What follows belongs to an exercise in optimizing a design on an open flow for small area, a short achievable clock period and few clock cycles per item; a production flow would make more cautious choices.
The RTL was checked by simulation tests, not by an equivalence proof against the original design.
No activity file was given, so power comes from the tool's default toggle rates.

==> flow/design.v <==
`timescale 1ns / 1ps
`default_nettype none
package lotd_pkg;
  localparam int VerticesDef   = 64;
  localparam int LengthBitsDef = 12;
  localparam int EndW          = 6;
  localparam int LongestW      = 12;
endpackage
`default_nettype wire
`timescale 1ns / 1ps
`default_nettype none
module lotd_ctrl (
  input  wire logic clk_i,
  input  wire logic rst_ni,
  input  wire logic start_i,
  output logic      v1_o,
  output logic      v2_o,
  output logic      busy_o,
  output logic      done_o
);
  logic v1_q, v2_q, done_q;
  always_ff @(posedge clk_i or negedge rst_ni) begin
    if (!rst_ni) begin
      v1_q   <= 1'b0;
      v2_q   <= 1'b0;
      done_q <= 1'b0;
    end else begin
      v1_q   <= start_i;
      v2_q   <= v1_q;
      done_q <= v2_q;
    end
  end
  assign v1_o   = v1_q;
  assign v2_o   = v2_q;
  assign busy_o = 1'b0;
  assign done_o = done_q;
endmodule
`default_nettype wire
`timescale 1ns / 1ps
`default_nettype none
module lotd_dpath #(
  parameter int Vertices   = lotd_pkg::VerticesDef,
  parameter int LengthBits = lotd_pkg::LengthBitsDef
) (
  input  wire logic                       clk_i,
  input  wire logic                       rst_ni,
  input  wire logic                       v1_i,
  input  wire logic                       v2_i,
  input  wire logic                       cmd_in_i,
  input  wire logic [lotd_pkg::EndW-1:0]  end_a_i,
  input  wire logic [lotd_pkg::EndW-1:0]  end_b_i,
  output logic [lotd_pkg::LongestW-1:0]   longest_length_o,
  output logic                            saturated_o
);
  localparam int AW = lotd_pkg::EndW;
  localparam int LW = LengthBits;
  localparam logic [LW-1:0] LenMax = '1;
  logic [LW-1:0] mem [Vertices];
  logic                c1_q;
  logic [AW-1:0]       a1_q, b1_q;
  logic [31:0]         sa1_q, sb1_q;                       
  logic [7:0]          ga1_q, gb1_q;                       
  logic                e2_aa_q, e2_ab_q, e2_ba_q, e2_bb_q;   
  logic                p3a_q, p3b_q;                         
  logic                c2_q;
  logic [AW-1:0]       a2_q, b2_q;
  logic [LW-1:0]       rda2_q, rdb2_q;    
  logic                hita2_q, hitb2_q;  
  logic [LW-1:0]       la2, lb2;
  logic                clr3_q;
  logic [7:0]          ha3_q, la3_q, hb3_q, lb3_q;   
  logic [LW-1:0]       wd3_q;
  logic [LW-1:0]       wdf_q;    
  logic [LW-1:0]       run_q, out_q;
  logic                sat_q, osat_q;
  function automatic logic [LW-1:0] sat_inc(input logic [LW-1:0] v);
    logic [LW-1:0] m;
    for (int i = 0; i < LW; i++) begin
      for (int j = 0; j < LW; j++) m[j] = (j >= i);
      sat_inc[i] = (&v) | (v[i] ^ (&(v | m)));
    end
  endfunction
  function automatic logic greater(input logic [LW-1:0] x, input logic [LW-1:0] y);
    logic [LW-1:0] e, m;
    e = ~(x ^ y);
    greater = 1'b0;
    for (int i = 0; i < LW; i++) begin
      for (int j = 0; j < LW; j++) m[j] = (j <= i);
      greater = greater | (x[i] & ~y[i] & (&(e | m)));
    end
  endfunction
  logic          edge2, clr2, a_ge_b, b_ge_a, wa, wb, grow;
  logic          ra_gt_rb, rb_gt_ra, rb_gt_f, f_gt_rb, f_gt_ra, ra_gt_f;
  logic [LW-1:0] inc_a, inc_b, incm, run_d;
  logic          sat_d;
  assign la2    = hita2_q ? wdf_q : rda2_q;
  assign lb2    = hitb2_q ? wdf_q : rdb2_q;
  assign edge2  = v2_i & c2_q;
  assign clr2   = v2_i & ~c2_q;
  assign ra_gt_rb = greater(rda2_q, rdb2_q);
  assign rb_gt_ra = greater(rdb2_q, rda2_q);
  assign rb_gt_f  = greater(rdb2_q, wdf_q);
  assign f_gt_rb  = greater(wdf_q, rdb2_q);
  assign f_gt_ra  = greater(wdf_q, rda2_q);
  assign ra_gt_f  = greater(rda2_q, wdf_q);
  always_comb begin
    unique case ({hita2_q, hitb2_q})
      2'b00:   begin a_ge_b = ~rb_gt_ra; b_ge_a = ~ra_gt_rb; end
      2'b10:   begin a_ge_b = ~rb_gt_f;  b_ge_a = ~f_gt_rb;  end
      2'b01:   begin a_ge_b = ~f_gt_ra;  b_ge_a = ~ra_gt_f;  end
      default: begin a_ge_b = 1'b1;      b_ge_a = 1'b1;      end
    endcase
  end
  assign inc_a  = hita2_q ? sat_inc(wdf_q) : sat_inc(rda2_q);
  assign inc_b  = hitb2_q ? sat_inc(wdf_q) : sat_inc(rdb2_q);
  assign incm   = a_ge_b ? inc_a : inc_b;
  assign wa     = edge2 & b_ge_a;
  assign wb     = edge2 & a_ge_b;
  assign grow   = edge2 & ((la2 == run_q) | (lb2 == run_q));
  always_comb begin
    run_d = run_q;
    sat_d = sat_q;
    if (clr2) begin
      run_d = '0;
      sat_d = 1'b0;
    end else if (grow) begin
      run_d = sat_inc(run_q);
      sat_d = sat_q | (&run_q[LW-1:1]);
    end
  end
  always_ff @(posedge clk_i or negedge rst_ni) begin
    if (!rst_ni) begin
      run_q  <= '0;
      sat_q  <= 1'b0;
      wd3_q  <= '0;
    end else begin
      run_q  <= run_d;
      sat_q  <= sat_d;
      wd3_q  <= clr2 ? '0 : incm;
    end
  end
  always_ff @(posedge clk_i or negedge rst_ni) begin
    if (!rst_ni) begin
      clr3_q <= 1'b1;
    end else begin
      clr3_q <= clr2;
    end
  end
  always_ff @(posedge clk_i) begin
    ha3_q <= wa ? 8'(1) << a2_q[5:3] : 8'd0;
    la3_q <= 8'(1) << a2_q[2:0];
    hb3_q <= wb ? 8'(1) << b2_q[5:3] : 8'd0;
    lb3_q <= 8'(1) << b2_q[2:0];
  end
  always_ff @(posedge clk_i) begin
    out_q  <= run_d;
    wdf_q  <= clr2 ? '0 : incm;
    osat_q <= sat_d;
  end
  always_ff @(posedge clk_i) begin
    for (int v = 0; v < Vertices; v++) begin
      if (clr3_q || (ha3_q[v/8] && la3_q[v%8]) || (hb3_q[v/8] && lb3_q[v%8])) begin
        mem[v] <= wd3_q;
      end
    end
  end
  logic          p3a_d, p3b_d;
  logic [LW-1:0] rd_a, rd_b;
  always_comb begin
    rd_a = '0;
    rd_b = '0;
    for (int g = 0; g < 8; g++) begin
      logic [LW-1:0] ta, tb;
      ta = '0;
      tb = '0;
      for (int l = 0; l < 8; l++) begin
        ta = ta | (mem[8*g+l] & {LW{sa1_q[8*(g/2)+l]}});
        tb = tb | (mem[8*g+l] & {LW{sb1_q[8*(g/2)+l]}});
      end
      rd_a = rd_a | (ta & {LW{ga1_q[g]}});
      rd_b = rd_b | (tb & {LW{gb1_q[g]}});
    end
  end
  assign p3a_d = clr2 | (wa & (end_a_i == a2_q)) | (wb & (end_a_i == b2_q));
  assign p3b_d = clr2 | (wa & (end_b_i == a2_q)) | (wb & (end_b_i == b2_q));
  always_ff @(posedge clk_i) begin
    c1_q    <= cmd_in_i;
    a1_q    <= end_a_i;
    b1_q    <= end_b_i;
    sa1_q   <= 32'(1) << {end_a_i[5:4], end_a_i[2:0]};
    sb1_q   <= 32'(1) << {end_b_i[5:4], end_b_i[2:0]};
    ga1_q   <= p3a_d ? 8'd0 : 8'(1) << end_a_i[5:3];
    gb1_q   <= p3b_d ? 8'd0 : 8'(1) << end_b_i[5:3];
    p3a_q   <= p3a_d;
    p3b_q   <= p3b_d;
    e2_aa_q <= end_a_i == a1_q;
    e2_ab_q <= end_a_i == b1_q;
    e2_ba_q <= end_b_i == a1_q;
    e2_bb_q <= end_b_i == b1_q;
    c2_q    <= c1_q;
    a2_q    <= a1_q;
    b2_q    <= b1_q;
    rda2_q  <= rd_a | (wd3_q & {LW{p3a_q}});
    rdb2_q  <= rd_b | (wd3_q & {LW{p3b_q}});
    hita2_q <= clr2 | (wa & e2_aa_q) | (wb & e2_ab_q);
    hitb2_q <= clr2 | (wa & e2_ba_q) | (wb & e2_bb_q);
  end
  assign longest_length_o = lotd_pkg::LongestW'(out_q);
  assign saturated_o      = osat_q;
endmodule
`default_nettype wire
`timescale 1ns / 1ps
`default_nettype none
module longest_ordered_trail_dp #(
  parameter int VERTICES    = lotd_pkg::VerticesDef,
  parameter int LENGTH_BITS = lotd_pkg::LengthBitsDef
) (
  input  wire logic                          clk_i,
  input  wire logic                          rst_ni,
  input  wire logic                          start,
  output logic                               busy,
  input  wire logic                          cmd_i,
  input  wire logic [lotd_pkg::EndW-1:0]     end_a_i,
  input  wire logic [lotd_pkg::EndW-1:0]     end_b_i,
  output logic                               done_o,
  output logic [lotd_pkg::LongestW-1:0]      longest_length_o,
  output logic                               saturated_o
);
  logic v1, v2;
  lotd_ctrl u_ctrl (
    .clk_i  (clk_i),
    .rst_ni (rst_ni),
    .start_i(start),
    .v1_o   (v1),
    .v2_o   (v2),
    .busy_o (busy),
    .done_o (done_o)
  );
  lotd_dpath #(
    .Vertices  (VERTICES),
    .LengthBits(LENGTH_BITS)
  ) u_dpath (
    .clk_i           (clk_i),
    .rst_ni          (rst_ni),
    .v1_i            (v1),
    .v2_i            (v2),
    .cmd_in_i        (cmd_i),
    .end_a_i         (end_a_i),
    .end_b_i         (end_b_i),
    .longest_length_o(longest_length_o),
    .saturated_o     (saturated_o)
  );
endmodule
`default_nettype wire
export LEC_CHECK = 0
export CAP_MARGIN = 20
export CORE_MARGIN = 2
export CORE_UTILIZATION = 30
export SETUP_SLACK_MARGIN = 3.2
export SLEW_MARGIN = 20
create_clock -name core_clock -period 5.5 [get_ports {clk_i}]
run.sh (not shown) runs the stock make flow with config.mk's settings and CLKGATE_MAP_FILE= SYNTH_SCRIPT=/design/flow/synth_recipe.tcl, a recipe that flattens the netlist after the stock synthesis.
Testbench counts at the start, summed over its fixed seeds: cycles 16,024, items 16,000.
Next try:
--- a/flow/design.v
+++ b/flow/design.v
@@ -64,14 +64,13 @@
   logic                p3a_q, p3b_q;                         
   logic                c2_q;
   logic [AW-1:0]       a2_q, b2_q;
   logic [LW-1:0]       rda2_q, rdb2_q;    
   logic                hita2_q, hitb2_q;  
   logic [LW-1:0]       la2, lb2;
-  logic                clr3_q;
-  logic [7:0]          ha3_q, la3_q, hb3_q, lb3_q;   
+  logic [Vertices-1:0] we3_q;
   logic [LW-1:0]       wd3_q;
   logic [LW-1:0]       wdf_q;    
   logic [LW-1:0]       run_q, out_q;
   logic                sat_q, osat_q;
   function automatic logic [LW-1:0] sat_inc(input logic [LW-1:0] v);
     logic [LW-1:0] m;
@@ -87,35 +86,22 @@
     for (int i = 0; i < LW; i++) begin
       for (int j = 0; j < LW; j++) m[j] = (j <= i);
       greater = greater | (x[i] & ~y[i] & (&(e | m)));
     end
   endfunction
   logic          edge2, clr2, a_ge_b, b_ge_a, wa, wb, grow;
-  logic          ra_gt_rb, rb_gt_ra, rb_gt_f, f_gt_rb, f_gt_ra, ra_gt_f;
   logic [LW-1:0] inc_a, inc_b, incm, run_d;
   logic          sat_d;
   assign la2    = hita2_q ? wdf_q : rda2_q;
   assign lb2    = hitb2_q ? wdf_q : rdb2_q;
   assign edge2  = v2_i & c2_q;
   assign clr2   = v2_i & ~c2_q;
-  assign ra_gt_rb = greater(rda2_q, rdb2_q);
-  assign rb_gt_ra = greater(rdb2_q, rda2_q);
-  assign rb_gt_f  = greater(rdb2_q, wdf_q);
-  assign f_gt_rb  = greater(wdf_q, rdb2_q);
-  assign f_gt_ra  = greater(wdf_q, rda2_q);
-  assign ra_gt_f  = greater(rda2_q, wdf_q);
-  always_comb begin
-    unique case ({hita2_q, hitb2_q})
-      2'b00:   begin a_ge_b = ~rb_gt_ra; b_ge_a = ~ra_gt_rb; end
-      2'b10:   begin a_ge_b = ~rb_gt_f;  b_ge_a = ~f_gt_rb;  end
-      2'b01:   begin a_ge_b = ~f_gt_ra;  b_ge_a = ~ra_gt_f;  end
-      default: begin a_ge_b = 1'b1;      b_ge_a = 1'b1;      end
-    endcase
-  end
-  assign inc_a  = hita2_q ? sat_inc(wdf_q) : sat_inc(rda2_q);
-  assign inc_b  = hitb2_q ? sat_inc(wdf_q) : sat_inc(rdb2_q);
+  assign a_ge_b = ~greater(lb2, la2);
+  assign b_ge_a = ~greater(la2, lb2);
+  assign inc_a  = sat_inc(la2);
+  assign inc_b  = sat_inc(lb2);
   assign incm   = a_ge_b ? inc_a : inc_b;
   assign wa     = edge2 & b_ge_a;
   assign wb     = edge2 & a_ge_b;
   assign grow   = edge2 & ((la2 == run_q) | (lb2 == run_q));
   always_comb begin
     run_d = run_q;
@@ -138,31 +124,27 @@
       sat_q  <= sat_d;
       wd3_q  <= clr2 ? '0 : incm;
     end
   end
   always_ff @(posedge clk_i or negedge rst_ni) begin
     if (!rst_ni) begin
-      clr3_q <= 1'b1;
+      we3_q <= '1;
     end else begin
-      clr3_q <= clr2;
-    end
-  end
-  always_ff @(posedge clk_i) begin
-    ha3_q <= wa ? 8'(1) << a2_q[5:3] : 8'd0;
-    la3_q <= 8'(1) << a2_q[2:0];
-    hb3_q <= wb ? 8'(1) << b2_q[5:3] : 8'd0;
-    lb3_q <= 8'(1) << b2_q[2:0];
+      for (int v = 0; v < Vertices; v++) begin
+        we3_q[v] <= clr2 | (wa & (a2_q == AW'(v))) | (wb & (b2_q == AW'(v)));
+      end
+    end
   end
   always_ff @(posedge clk_i) begin
     out_q  <= run_d;
     wdf_q  <= clr2 ? '0 : incm;
     osat_q <= sat_d;
   end
   always_ff @(posedge clk_i) begin
     for (int v = 0; v < Vertices; v++) begin
-      if (clr3_q || (ha3_q[v/8] && la3_q[v%8]) || (hb3_q[v/8] && lb3_q[v%8])) begin
+      if (we3_q[v]) begin
         mem[v] <= wd3_q;
       end
     end
   end
   logic          p3a_d, p3b_d;
   logic [LW-1:0] rd_a, rd_b;
Effect: Flip-flop and latch count rose by 31; via count fell by 4.5%; clock-buffer cell count rose by 7; non-clock buffer count fell by 36; final area fell by 1.6%; wire length fell by 4.1%; total power rose by 0.82%; synthesized area fell by 0.74%; combinational power fell by about 10%; global-route usage fell by 0.58 points; clock skew fell by 40 ps; final cell count fell by 2.4%.
Testbench counts after the change, summed over its fixed seeds: cycles 16,024, items 16,000.

## static timing again, ports no longer ideal
The results above use ideal ports. As a check the final layouts listed here were re-extracted and re-timed, cells and wires unchanged. Step 1 sets driving cells, clkbuf_16 on the clock port and buf_2 on the other inputs (assumed; they add their load-dependent delay and slew). Step 2 adds t to the input delays and takes it off the output delays; t is the mean of the earliest and latest rising clock arrival at the registers after step 1. Input paths then give back, and output paths get back, about the clock's delay inside the block. Three values: ideal ports, drivers, drivers and shift; two values: the first two.
run	t (ns)	setup slack, ns	hold slack, ns	clock arrival spread, ns	worst slew at a driven data input, ns
the first run	0.784	2.574 / 2.574 / 2.241	0.296 / 0.296 / 0.296	0.085 / 0.085	0.19
the second run	0.766	2.742 / 2.742 / 2.157	0.354 / 0.354 / 0.354	0.037 / 0.037	0.16
After both steps setup and hold are still met in every run listed. For the second run, which loses most, drivers alone change the setup slack by 0.000 ns; drivers and shift together by -0.585 ns.
